From an optimization exercise on the open Yosys and OpenROAD flow, aimed at small area, a short achievable clock period and few clock cycles; shortcuts taken in it are not production practice. The RTL was checked by simulation tests, not by an equivalence proof against the original design. No activity file was given, so power comes from the tool's default toggle rates.

## array_list_engine
module array_list_engine
#(
    parameter int CAPACITY = ale_pkg::DEF_CAPACITY
)
(
    input  logic                                clk,
    input  logic                                rst_n,
    input  logic                                req_valid,
    output logic                                req_ready,
    input  logic [ale_pkg::OP_W-1:0]            req_op,
    input  logic signed [ale_pkg::VALUE_W-1:0]  req_value,
    input  logic [ale_pkg::POS_W-1:0]           req_position_in,
    output logic                                rsp_valid,
    input  logic                                rsp_ready,
    output logic                                rsp_ok,
    output logic [ale_pkg::POS_W-1:0]           rsp_position_out,
    output logic [ale_pkg::COUNT_W-1:0]         rsp_count_out
);
Settings: LEC_CHECK=0, CAP_MARGIN=30, CORE_MARGIN=2, CORE_UTILIZATION=55, CTS_CLUSTER_DIAMETER=80, CTS_CLUSTER_SIZE=20, SETUP_SLACK_MARGIN=3.2, SLEW_MARGIN=40, SYNTH_HIERARCHICAL=1, SYNTH_MINIMUM_KEEP_SIZE=0; clock period 6.0 ns.
run.sh (not shown) runs the stock make flow with config.mk's settings and CLKGATE_MAP_FILE= SYNTH_SCRIPT=/design/flow/synth_recipe.tcl, a recipe that flattens the netlist after the stock synthesis.
Testbench counts at the start, summed over its fixed seeds: cycles 4,832.
==> next run, changes <==
--- a/flow/design.v
+++ b/flow/design.v
@@ -180,22 +180,47 @@
     begin : g_n4
         ale_g_nand4 u_g (.a(x[4*k]), .b(x[4*k+1]), .c(x[4*k+2]), .d(x[4*k+3]), .y(n4[k]));
     end
     for (genvar k = 0; k < 4; k++)
     begin : g_a8
         ale_g_nor2 u_g (.a(n4[2*k]), .b(n4[2*k+1]), .y(a8[k]));
     end
     ale_g_nand3 u_n16a (.a(a8[0]), .b(a8[1]), .c(v), .y(n16[0]));
     ale_g_nand2 u_n16b (.a(a8[2]), .b(a8[3]), .y(n16[1]));
     ale_g_nor2  u_m    (.a(n16[0]), .b(n16[1]), .y(m));
 endmodule
+module ale_g_xor2 (input logic a, input logic b, output logic y);
+    assign y = a ^ b;
+endmodule
+module ale_eq32n (input logic [31:0] a, input logic [31:0] bn, input logic v,
+                  output logic m);
+    logic [31:0] x;
+    logic [7:0]  n4;
+    logic [3:0]  a8;
+    logic [1:0]  n16;
+    for (genvar k = 0; k < 32; k++)
+    begin : g_x
+        ale_g_xor2 u_g (.a(a[k]), .b(bn[k]), .y(x[k]));
+    end
+    for (genvar k = 0; k < 8; k++)
+    begin : g_n4
+        ale_g_nand4 u_g (.a(x[4*k]), .b(x[4*k+1]), .c(x[4*k+2]), .d(x[4*k+3]), .y(n4[k]));
+    end
+    for (genvar k = 0; k < 4; k++)
+    begin : g_a8
+        ale_g_nor2 u_g (.a(n4[2*k]), .b(n4[2*k+1]), .y(a8[k]));
+    end
+    ale_g_nand3 u_n16a (.a(a8[0]), .b(a8[1]), .c(v), .y(n16[0]));
+    ale_g_nand2 u_n16b (.a(a8[2]), .b(a8[3]), .y(n16[1]));
+    ale_g_nor2  u_m    (.a(n16[0]), .b(n16[1]), .y(m));
+endmodule
 `timescale 1ns / 1ps
 module array_list_engine
 #(
     parameter int CAPACITY = ale_pkg::DEF_CAPACITY
 )
 (
     input  logic                                clk,
     input  logic                                rst_n,
     input  logic                                req_valid,
     output logic                                req_ready,
     input  logic [ale_pkg::OP_W-1:0]            req_op,
@@ -350,36 +375,40 @@
             sh_e[i] = exec && (r_dat[i]
                                || (is_dlast && ((i == N - 1) || !vld[(i < N - 1) ? i + 1 : i])));
             we_n[i] = !(sh_e[i] || (do_app && at_cnt[i]));
         end
     end
     logic [N-1:0]   we2;
     for (genvar i = 0; i < N; i++)
     begin : g_we
         ale_g_o21ai u_we  (.a1(sdel_n), .a2(pmn[i]), .b1(we_n[i]), .y(we[i]));
         ale_g_o21ai u_we2 (.a1(sdel_n), .a2(pmn[i]), .b1(we_n[i]), .y(we2[i]));
     end
+    logic [VW-1:0]  g_even;        
+    assign g_even = is_app ? ~r_val : '0;
     localparam int HW = VW / 2;
     always_ff @(posedge clk)
     begin
         for (int i = 0; i < N - 1; i++)
         begin
             if (we[i])
-                ent[i][HW-1:0] <= (ent[i + 1][HW-1:0] & {HW{!at_cnt[i]}}) | r_val[HW-1:0];
+                ent[i][HW-1:0] <= ~((ent[i + 1][HW-1:0] & {HW{!at_cnt[i]}})
+                                    | ((i % 2 == 0) ? g_even[HW-1:0] : r_val[HW-1:0]));
             if (we2[i])
-                ent[i][VW-1:HW] <= (ent[i + 1][VW-1:HW] & {(VW-HW){!at_cnt[i]}}) | r_val[VW-1:HW];
+                ent[i][VW-1:HW] <= ~((ent[i + 1][VW-1:HW] & {(VW-HW){!at_cnt[i]}})
+                                     | ((i % 2 == 0) ? g_even[VW-1:HW] : r_val[VW-1:HW]));
         end
         if (we[N-1])
-            ent[N-1][HW-1:0] <= r_val[HW-1:0];
+            ent[N-1][HW-1:0] <= ~r_val[HW-1:0];
         if (we2[N-1])
-            ent[N-1][VW-1:HW] <= r_val[VW-1:HW];
+            ent[N-1][VW-1:HW] <= ~r_val[VW-1:HW];
     end
     logic [CW-1:0]  cnt_next;
     always_comb
     begin
         cnt_next = cnt;
         if (do_app)
             cnt_next = cnt + CW'(1);
         else if (do_dec)
             cnt_next = cnt - CW'(1);
     end
     always_ff @(posedge clk or negedge rst_n)
@@ -408,23 +437,30 @@
             c_pv  <= (is_srch || is_sdel) && found;
             c_cnt <= cnt_next;
             c_pmn <= pmn;
         end
     end
     logic [N:0]     raw;
     logic           eqv;
     logic [N-1:0]   mt_base;
     logic [N-1:0]   mt_next;
     for (genvar i = 0; i < N; i++)
     begin : g_eq
-        ale_eq32 u_eq (.a(ent[i]), .b(a_val), .v(vld[i]), .m(raw[i]));
+        if (i % 2 == 0)
+        begin : g_e
+            ale_eq32  u_eq (.a(ent[i]), .b(a_val), .v(vld[i]), .m(raw[i]));
+        end
+        else
+        begin : g_o
+            ale_eq32n u_eq (.a(ent[i]), .bn(a_val), .v(vld[i]), .m(raw[i]));
+        end
     end
     assign raw[N] = 1'b0;
     assign eqv = (r_val == a_val);    
     always_comb
     begin
         for (int i = 0; i < N; i++)
             mt_base[i] = sh_e[i] ? raw[i + 1] : ((do_app && at_cnt[i]) ? eqv : raw[i]);
     end
     for (genvar i = 0; i < N; i++)
     begin : g_mt
         ale_g_lmux u_mt (.s1n(sdel_n), .s2n(pmn[i]), .a(mt_base[i]), .b(raw[i + 1]),
Effect:
- cell area fell by 3.4%
- flip-flop and latch count does not change
- clock power stays flat
- first-iteration DRC count rises by 35%
- count of clock-buffer cells in the layout decreases by 40
- maximum frequency is lower by 8.9%
- power is lower by 10%
- wire length is higher by 5.0%
Testbench counts after the change, summed over its fixed seeds: cycles 4,832.

array_list_engine, a different RTL version from the one above (not shown whole).
Size in the first run: roughly 4800 flip-flops, ~64 I/O pins, about 230000 sq um of cells after synthesis.
export LEC_CHECK = 0
export CAP_MARGIN = 30
export CORE_MARGIN = 2
export CORE_UTILIZATION = 55
export CTS_CLUSTER_DIAMETER = 80
export CTS_CLUSTER_SIZE = 20
export SETUP_SLACK_MARGIN = 3.2
export SLEW_MARGIN = 40
export SYNTH_HIERARCHICAL = 1
export SYNTH_MINIMUM_KEEP_SIZE = 0
create_clock -name core_clock -period 6.0 [get_ports {clk}]
The baseline passed the timing, DRC and antenna checks.
Testbench counts at the start, summed over its fixed seeds: cycles 4,832.
Next try:
--- a/flow/design.v
+++ b/flow/design.v
@@ -213,14 +213,60 @@
     ale_g_nand2 u_n16b (.a(a8[2]), .b(a8[3]), .y(n16[1]));
     ale_g_nor2  u_m    (.a(n16[0]), .b(n16[1]), .y(m));
 endmodule
 module ale_mtsel (input logic s1n, input logic s2n, input logic en, input logic r0,
                   input logic r1, input logic ae, output logic y);
     assign y = (!(s1n || s2n) || !en) ? r1 : (r0 || ae);
 endmodule
+module ale_enc_a
+#(
+    parameter int LOG = 7,
+    parameter int PN  = 33       
+)
+(
+    input  logic [2**LOG-1:0] pmn,    
+    output logic [PN-1:0]     part
+);
+    for (genvar k = 0; k < LOG; k++)
+    begin : g_bit
+        localparam int T  = 1 << (LOG - 1 - k);    
+        localparam int GL = (T >= 4) ? 2 : ((T == 2) ? 1 : 0);
+        localparam int G  = T >> GL;
+        localparam int OF = (k <= LOG - 2) ? ((1 << (LOG - 2)) - (1 << (LOG - 2 - k)))
+                                           : ((1 << (LOG - 2)) - 1 + k - (LOG - 2));
+        logic [T-1:0] term;
+        for (genvar m = 0; m < T; m++)
+        begin : g_term
+            ale_g_andn u_g (.a(pmn[(2*m + 1)*(1 << k) - 1]), .b(pmn[(2*m + 2)*(1 << k) - 1]),
+                            .y(term[m]));
+        end
+        for (genvar g = 0; g < G; g++)
+        begin : g_grp
+            ale_ortree #(.LOG(GL)) u_or (.x(term[g*(1 << GL) +: (1 << GL)]), .y(part[OF + g]));
+        end
+    end
+endmodule
+module ale_enc_b
+#(
+    parameter int LOG = 7,
+    parameter int PN  = 33
+)
+(
+    input  logic [PN-1:0]  part,
+    output logic [LOG-1:0] pos
+);
+    for (genvar k = 0; k < LOG; k++)
+    begin : g_bit
+        localparam int G  = (LOG - 3 - k >= 0) ? (1 << (LOG - 3 - k)) : 1;
+        localparam int GL = (LOG - 3 - k >= 0) ? (LOG - 3 - k) : 0;
+        localparam int OF = (k <= LOG - 2) ? ((1 << (LOG - 2)) - (1 << (LOG - 2 - k)))
+                                           : ((1 << (LOG - 2)) - 1 + k - (LOG - 2));
+        ale_ortree #(.LOG(GL)) u_or (.x(part[OF +: G]), .y(pos[k]));
+    end
+endmodule
 `timescale 1ns / 1ps
 module array_list_engine
 #(
     parameter int CAPACITY = ale_pkg::DEF_CAPACITY
 )
 (
     input  logic                                clk,
@@ -237,14 +283,15 @@
     output logic [ale_pkg::COUNT_W-1:0]         rsp_count_out
 );
     localparam int N  = CAPACITY;
     localparam int VW = ale_pkg::VALUE_W;
     localparam int PW = ale_pkg::POS_W;
     localparam int CW = ale_pkg::COUNT_W;
     localparam int RW = 1 + PW + CW;
+    localparam int EP = 33;      
     logic                     a_v;
     logic [ale_pkg::OP_W-1:0] a_op;
     logic [VW-1:0]            a_val;
     logic [VW-1:0]            a_valn;      
     logic [PW-1:0]            a_pin;
     logic                     r_v;
     logic [ale_pkg::OP_W-1:0] r_op;
@@ -253,15 +300,15 @@
     logic [N-1:0]             r_dat;       
     logic [N-1:0]             a_dat;
     logic [N-1:0]             mt;
     logic                     c_v;
     logic                     c_ok;
     logic                     c_pv;        
     logic [CW-1:0]            c_cnt;
-    logic [N-1:0]             c_pmn;
+    logic [EP-1:0]            c_part;      
     logic                     o0_v;
     logic                     o1_v;
     logic [RW-1:0]            o0;
     logic [RW-1:0]            o1;
     logic                     full3;
     logic                     exec;
     logic                     adv;
@@ -359,14 +406,16 @@
     assign full     = vld[N-1];
     assign empty    = !vld[0];
     assign pin_ok   = ({1'b0, r_pin} < cnt);
     logic [N-1:0]   pmn;
     logic           found;
     ale_prefix #(.LOG(PW)) u_prefix (.x(mt), .yn(pmn));
     assign found = !pmn[N-1];
+    logic [EP-1:0]  b_part;
+    ale_enc_a #(.LOG(PW), .PN(EP)) u_enc_a (.pmn(pmn), .part(b_part));
     logic [N-1:0]   at_cnt;
     assign at_cnt = vld ^ {vld[N-2:0], 1'b1};
     logic           do_app;
     logic           do_dec;
     logic           sdel_n;        
     assign do_app = exec && is_app && !full;
     assign do_dec = exec && ((is_dlast && !empty) || (is_dat && pin_ok) || (is_sdel && found));
@@ -438,15 +487,15 @@
     begin
         if (exec)
         begin
             c_ok  <= (is_app && !full) || (is_dlast && !empty) || (is_dat && pin_ok)
                      || ((is_srch || is_sdel) && found);
             c_pv  <= (is_srch || is_sdel) && found;
             c_cnt <= cnt_next;
-            c_pmn <= pmn;
+            c_part <= b_part;
         end
     end
     logic [N:0]     raw;
     logic           eqv;
     logic [N-1:0]   mt_next;
     for (genvar i = 0; i < N; i++)
     begin : g_eq
@@ -493,15 +542,15 @@
     always_ff @(posedge clk)
     begin
         if (adv)
             mt <= mt_next;
     end
     logic [PW-1:0]  c_pos;
     logic [RW-1:0]  res;
-    ale_enc #(.LOG(PW)) u_enc (.pmn(c_pmn), .pos(c_pos));
+    ale_enc_b #(.LOG(PW), .PN(EP)) u_enc_b (.part(c_part), .pos(c_pos));
     assign res = {c_ok, c_pv ? c_pos : PW'(0), c_cnt};
     always_ff @(posedge clk or negedge rst_n)
     begin
         if (!rst_n)
             o0 <= '0;
         else if (pop)
         begin
Result: Total power stays flat. Clock skew decreases by 0.025 ns. Cell count decreases by 0.51%. Fmax decreases by 2.5%. Design area decreases by 0.31%. Setup slack is worse by 0.079 ns. First-iteration DRC count increases by 7.8%. Synthesized cell count decreases by 0.47%. Global-route usage increases by 3.0 points. Utilization increases by 0.46 points. Non-clock buffer count increases by 86. Critical path depth increases by 3. Clock power hardly moves.
Testbench counts after the change, summed over its fixed seeds: cycles 4,832.

==> afterwards: timing with drivers on the ports <==
The flow's constraints put no driver on any port. The routed layouts listed below were extracted and timed again, unchanged, in two steps.
Step 1 sets driving cells, clkbuf_16 on the clock port and buf_2 on the other inputs (assumed; they add their load-dependent delay and slew).
Step 2 moves the port delays by t, midway between the first and last clock arrival at a register: inputs arrive t later, outputs are due t later. That takes back most of the time a late clock gives input paths.
Slacks: ideal / step 1 / step 2; pairs: ideal / step 1.
run | t, ns | setup WS [ns] | hold slack, ns
the first run of note 1 | 1.143 | 2.984 / 2.972 / 2.969 | 0.042 / -0.044 / 0.479
the second run of note 1 | 1.172 | 2.687 / 2.687 / 2.000 | 0.022 / -0.057 / 0.469
the first run of note 2 | 1.138 | 2.969 / 2.838 / 2.451 | 0.068 / 0.063 / 0.432
the second run of note 2 | 1.149 | 2.890 / 2.860 / 2.632 | 0.165 / 0.132 / 0.487
After both steps setup and hold are still met in every run listed. For the second run of note 1, which loses most, drivers alone change the setup slack by 0.000 ns; drivers and shift together by -0.687 ns.
